What follows belongs to an exercise in optimizing a design on an open flow for small area; a production flow would make more cautious choices.
Function was checked by simulation only, so behaviour that the tests miss may differ from the original.

==> xenon <==
// query_latency_size_stats_top
module query_latency_size_stats_top #(
  parameter int STAT_WIDTH = 32
) (
  input  logic        clk,
  input  logic        rst_n,
  input  logic        in_valid,
  output logic        in_ready,
  input  logic [2:0]  in_action,
  input  logic [31:0] in_byte_count,
  output logic        out_valid,
  input  logic        out_ready,
  output logic        out_enabled,
  output logic [31:0] out_query_total,
  output logic [31:0] out_error_total,
  output logic [31:0] out_bytes_least,
  output logic [31:0] out_bytes_mean,
  output logic [31:0] out_bytes_most,
  output logic [31:0] out_millis_least,
  output logic [31:0] out_millis_mean,
  output logic [31:0] out_millis_most
);
==> flow/config.mk <==
export PLATFORM = sky130hd
export DESIGN_NAME = query_latency_size_stats_top
export DESIGN_NICKNAME = query_latency_size_stats_top
export VERILOG_FILES = /design/flow/design.v
export SDC_FILE = /design/flow/constraint.sdc
export NUM_CORES = 4
export LEC_CHECK = 0
export CAP_MARGIN = 20
export CORE_MARGIN = 2
export CORE_UTILIZATION = 78
export SLEW_MARGIN = 20
==> flow/constraint.sdc <==
create_clock -name core_clock -period 10.0 [get_ports {clk}]
set_input_delay 2.0000 -clock core_clock [delete_from_list [all_inputs] [get_ports {clk}]]
set_output_delay 2.0000 -clock core_clock [all_outputs]
set_load 0.01 [all_outputs]
standard.sh (not shown) runs the stock make flow with config.mk's settings and CLKGATE_MAP_FILE= SYNTH_SCRIPT=/design/flow/synth_recipe.tcl, a recipe that flattens the netlist after the stock synthesis.
==> flow/flow/run.sh <==
#!/bin/bash
# Standard ORFS layout, with the smallest buffer on the ports and a clock tree
# of clkbuf_8 leaf clusters without dummy loads. Full make output goes to
# flow.log in the work folder; ORFS's own step logs stay under orfs/logs.
set -euo pipefail
export BUFFER_PORTS_ARGS="-buffer_cell sky130_fd_sc_hd__buf_1"
export CTS_ARGS="-sink_clustering_enable -repair_clock_nets -buf_list sky130_fd_sc_hd__clkbuf_8 -dont_use_dummy_load -sink_clustering_size 16 -sink_clustering_max_diameter 80"
bash standard.sh finish > flow.log 2>&1
==> zinc (differences from xenon) <==
==> flow/design.v (replaced) <==
package qls_pkg;
  localparam logic [2:0] ACT_ENABLE  = 3'd0;
  localparam logic [2:0] ACT_DISABLE = 3'd1;
  localparam logic [2:0] ACT_START   = 3'd2;
  localparam logic [2:0] ACT_STOP    = 3'd3;
  localparam logic [2:0] ACT_TICK    = 3'd4;
endpackage
module query_latency_size_stats_top #(
  parameter int STAT_WIDTH = 32
) (
  input  logic        clk,
  input  logic        rst_n,
  input  logic        in_valid,
  output logic        in_ready,
  input  logic [2:0]  in_action,
  input  logic [31:0] in_byte_count,
  output logic        out_valid,
  input  logic        out_ready,
  output logic        out_enabled,
  output logic [31:0] out_query_total,
  output logic [31:0] out_error_total,
  output logic [31:0] out_bytes_least,
  output logic [31:0] out_bytes_mean,
  output logic [31:0] out_bytes_most,
  output logic [31:0] out_millis_least,
  output logic [31:0] out_millis_mean,
  output logic [31:0] out_millis_most
);
  logic [31:0] el_r, ns_r, nf_r;
  logic [31:0] ml_r, mm_r, mh_r;
  logic [31:0] bl_r, bm_r, bh_r;
  logic [33:0] rm_r;
  logic        en_r, open_r, efull_r, clrp_r, ov_r;
  logic [4:0]  c_r;       
  logic [6:0]  p_r;       
  logic        s_r, lt_r, gt_r, nz_r;
  logic        carry_r, dly_r, rdly_r, ybit_r, qbit_r, rneg_r, acc_r;
  logic [5:0] sub;
  logic       trio, p_evt, p_a, p_b, p_div, p_f, p_n, p_lastdiv;
  assign trio      = p_r[6];
  assign sub       = p_r[5:0];
  assign p_evt     = !trio && (sub == 6'd0);
  assign p_a       = trio && (sub == 6'd0);
  assign p_b       = (sub == 6'd1);
  assign p_div     = (sub >= 6'd2) && (sub <= 6'd34);
  assign p_lastdiv = (sub == 6'd34);
  assign p_f       = (sub == 6'd35);
  assign p_n       = (sub == 6'd36);
  logic run, c0, clast, sh;
  assign run   = in_valid && !ov_r;
  assign c0    = (c_r == 5'd0);
  assign clast = (c_r == 5'd16);
  assign sh    = run && !clast;
  logic a_en, a_dis, a_start, a_stop, a_tick, bc_zero;
  logic clr, do_start, stop_ok, do_fail, do_fold, do_tick;
  assign a_en     = (in_action == qls_pkg::ACT_ENABLE);
  assign a_dis    = (in_action == qls_pkg::ACT_DISABLE);
  assign a_start  = (in_action == qls_pkg::ACT_START);
  assign a_stop   = (in_action == qls_pkg::ACT_STOP);
  assign a_tick   = (in_action == qls_pkg::ACT_TICK);
  assign bc_zero  = (in_byte_count == 32'd0);
  assign clr      = p_evt && (clrp_r || (a_en && !en_r));
  assign do_start = a_start && en_r;
  assign stop_ok  = a_stop && en_r && open_r;
  assign do_fail  = stop_ok && bc_zero;
  assign do_fold  = stop_ok && !bc_zero;
  assign do_tick  = a_tick && open_r && !efull_r;
  logic done;
  assign done = clast && ((p_evt && !do_fold) || p_n);
  logic [1:0] e, ns, nf, ml, mm, mh, bl, bm, bh, r, vb;
  assign e  = el_r[1:0];
  assign ns = ns_r[1:0];
  assign nf = nf_r[1:0];
  assign ml = ml_r[1:0];
  assign mm = mm_r[1:0];
  assign mh = mh_r[1:0];
  assign bl = bl_r[1:0];
  assign bm = bm_r[1:0];
  assign bh = bh_r[1:0];
  assign r  = rm_r[1:0];
  assign vb = in_byte_count[{c_r[3:0], 1'b0} +: 2];
  logic [1:0] v, lst, mn, mst;
  assign v   = trio ? vb : e;
  assign lst = trio ? bl : ml;
  assign mn  = trio ? bm : mm;
  assign mst = trio ? bh : mh;
  logic [1:0] add_a, add_b, sum, nd;
  logic       cin0, cin, c1, cout;
  assign nd = clast ? 2'b00 : ns;
  always_comb begin
    add_a = 2'b00;
    add_b = 2'b00;
    cin0  = 1'b1;
    if (p_b) begin
      add_a = s_r ? mn : v;
      add_b = ~(s_r ? v : mn);
    end else if (p_div) begin
      add_a = {r[0], c0 ? ybit_r : rdly_r};
      add_b = rneg_r ? nd : ~nd;
      cin0  = rneg_r;
    end else if (p_f) begin
      add_a = mn;
      add_b = e ^ {2{s_r}};
      cin0  = qbit_r ^ s_r;
    end else if (p_n) begin
      add_a = ns;
    end else begin
      add_a = a_tick ? e : nf;
    end
  end
  assign cin     = c0 ? cin0 : carry_r;
  assign {c1, sum[0]}   = add_a[0] + add_b[0] + cin;
  assign {cout, sum[1]} = add_a[1] + add_b[1] + c1;
  function automatic logic dlt(input logic [1:0] x, input logic [1:0] y, input logic prev);
    dlt = (x < y) | ((x == y) & prev);
  endfunction
  logic cmp_pass;
  assign cmp_pass = p_evt || p_a;
  logic [1:0] e_in, ns_in, nf_in, ml_in, mm_in, mh_in, bl_in, bm_in, bh_in;
  logic [1:0] shx, shz;
  logic       wl, wh;
  assign wl  = !nz_r || lt_r;
  assign wh  = gt_r;
  assign shx = p_b ? sum : e;
  assign shz = p_b ? !s_r : qbit_r;
  always_comb begin
    e_in = e;
    if (p_b || p_div) begin
      e_in = {shx[0], c0 ? shz[0] : dly_r};
    end else if (p_evt) begin
      if (do_start)     e_in = 2'b00;
      else if (do_tick) e_in = sum;
    end
    ns_in = clr ? 2'b00 : (p_n ? sum : ns);
    nf_in = clr ? 2'b00 : ((p_evt && do_fail) ? sum : nf);
    ml_in = clr ? 2'b00 : ((p_b && !trio && wl) ? v : ml);
    mh_in = clr ? 2'b00 : ((p_b && !trio && wh) ? v : mh);
    mm_in = clr ? 2'b00 : ((p_f && !trio) ? sum : mm);
    bl_in = clr ? 2'b00 : ((p_b && trio && wl) ? v : bl);
    bh_in = clr ? 2'b00 : ((p_b && trio && wh) ? v : bh);
    bm_in = clr ? 2'b00 : ((p_f && trio) ? sum : bm);
  end
  always_ff @(posedge clk) begin
    if (sh) begin
      el_r <= {e_in,  el_r[31:2]};
      ns_r <= {ns_in, ns_r[31:2]};
      nf_r <= {nf_in, nf_r[31:2]};
      ml_r <= {ml_in, ml_r[31:2]};
      mm_r <= {mm_in, mm_r[31:2]};
      mh_r <= {mh_in, mh_r[31:2]};
      bl_r <= {bl_in, bl_r[31:2]};
      bm_r <= {bm_in, bm_r[31:2]};
      bh_r <= {bh_in, bh_r[31:2]};
    end
    rm_r    <= {(p_div ? sum : 2'b00), rm_r[33:2]};
    carry_r <= cout;
    rdly_r  <= r[1];
    if (sh) begin
      dly_r <= shx[1];
      if (c_r == 5'd15) ybit_r <= shx[1];
      if (cmp_pass) begin
        s_r  <= dlt(v,   mn, c0 ? 1'b0 : s_r);
        lt_r <= dlt(v,  lst, c0 ? 1'b0 : lt_r);
        gt_r <= dlt(mst,  v, c0 ? 1'b0 : gt_r);
        nz_r <= (|lst) || (!c0 && nz_r);
      end
      acc_r <= (&sum) && (c0 || acc_r);
    end
    if (run) begin
      if (p_div) acc_r <= (|sum) || (!c0 && acc_r);
      if (clast) begin
        rneg_r <= p_div && sum[1];
        qbit_r <= !sum[1] && (!p_lastdiv || acc_r || (|sum));
      end
    end
  end
  always_ff @(posedge clk) begin
    if (!rst_n) begin
      en_r   <= 1'b0;
      open_r <= 1'b0;
      clrp_r <= 1'b1;
      ov_r   <= 1'b0;
      c_r    <= '0;
      p_r    <= '0;
    end else begin
      if (ov_r && out_ready) ov_r <= 1'b0;
      if (run) begin
        c_r <= clast ? 5'd0 : c_r + 5'd1;
        if (clast) begin
          if (done) begin
            p_r  <= '0;
            ov_r <= 1'b1;
          end else if (p_r == 7'd35) begin
            p_r <= 7'd64;
          end else begin
            p_r <= p_r + 7'd1;
          end
          if (p_evt) begin
            clrp_r <= 1'b0;
            if (a_en)  en_r <= 1'b1;
            if (a_dis) en_r <= 1'b0;
            if (do_start) begin
              open_r  <= 1'b1;
              efull_r <= 1'b0;
            end
            if (stop_ok) open_r <= 1'b0;
            if (do_tick) efull_r <= acc_r;
          end
        end
      end
    end
  end
  assign in_ready         = !ov_r && done;
  assign out_valid        = ov_r;
  assign out_enabled      = en_r;
  assign out_query_total  = ns_r;
  assign out_error_total  = nf_r;
  assign out_bytes_least  = bl_r;
  assign out_bytes_mean   = bm_r;
  assign out_bytes_most   = bh_r;
  assign out_millis_least = ml_r;
  assign out_millis_mean  = mm_r;
  assign out_millis_most  = mh_r;
endmodule
==> flow/run.sh (new file) <==
#!/bin/bash
# synth_recipe.tcl (not shown) runs the flow's synth.tcl, then flattens the netlist and writes it again
# the make line also repeats each setting of config.mk as NAME=value (left out here)
make -C /OpenROAD-flow-scripts/flow DESIGN_CONFIG=/design/flow/config.mk WORK_HOME=/design/flow/orfs CLKGATE_MAP_FILE= SYNTH_SCRIPT=/design/flow/synth_recipe.tcl finish
CORE_UTILIZATION = 40   (was 78)
removed: flow/flow/run.sh
removed: flow/standard.sh
==> summary.md <==
| Metric | Value |
|---|---|
| Final hold slack | `~0.32 ns` |
| Share of cells above drive strength 1 | `between 6 and 7%` |
| Worst path max stage delay | `roughly 0.59 ns` |
| Final nets | `~1000` |
| Seq/Total Area, Yosys | `between 80% and 90%` |
| Outcome | `timing/DRC/antenna clean` |
| Inverter count | `10` |
| Worst-path clk slew | `~0.060 ns` |
| Mux share of post-synthesis cell area | `4.41%` |
| Die area | `31700 um2` |
# the run above: zinc

==> summary.md <==
| Metric | Value |
|---|---|
| Outcome | `timing/DRC/antenna clean` |
| Final hold slack | `0.327 ns` |
| Die area | `15800 um2` |
| Share of cells above drive strength 1 | `around 5.5%` |
| Worst-path clk slew | `approximately 0.09 ns` |
| Final nets | `987` |
# the run above: xenon

==> re-timing with driven ports <==
How much do the figures lean on ideal ports? The routed layouts below were timed once more, with nothing changed but the port constraints.
Step 1 (the two cells are an assumption about what drives the block):
set clk [get_ports {clk}]
set_driving_cell -lib_cell sky130_fd_sc_hd__clkbuf_16 $clk
set_driving_cell -lib_cell sky130_fd_sc_hd__buf_2 [delete_from_list [all_inputs] $clk]
Step 2 moves the port delays by t, midway between the first and last clock arrival at a register: inputs arrive t later, outputs are due t later. That takes back most of the time a late clock gives input paths.
Three values: ideal ports, drivers, drivers and shift; two values: the first two.
run | shift t [ns] | slack for setup (ns) | hold slack, ns | worst setup path at the end | latest minus earliest clock arrival (ns)
xenon | 0.591 | 4.172 / 4.145 / 4.145 | 0.327 / 0.327 / 0.327 | input to output | 0.024 / 0.025
zinc | 0.559 | 3.779 / 3.744 / 3.744 | 0.321 / 0.321 / 0.321 | input to output | 0.020 / 0.021
After both steps every run listed still meets setup and hold. For zinc, which loses most, drivers alone change the setup slack by -0.035 ns; drivers and shift together by -0.035 ns.
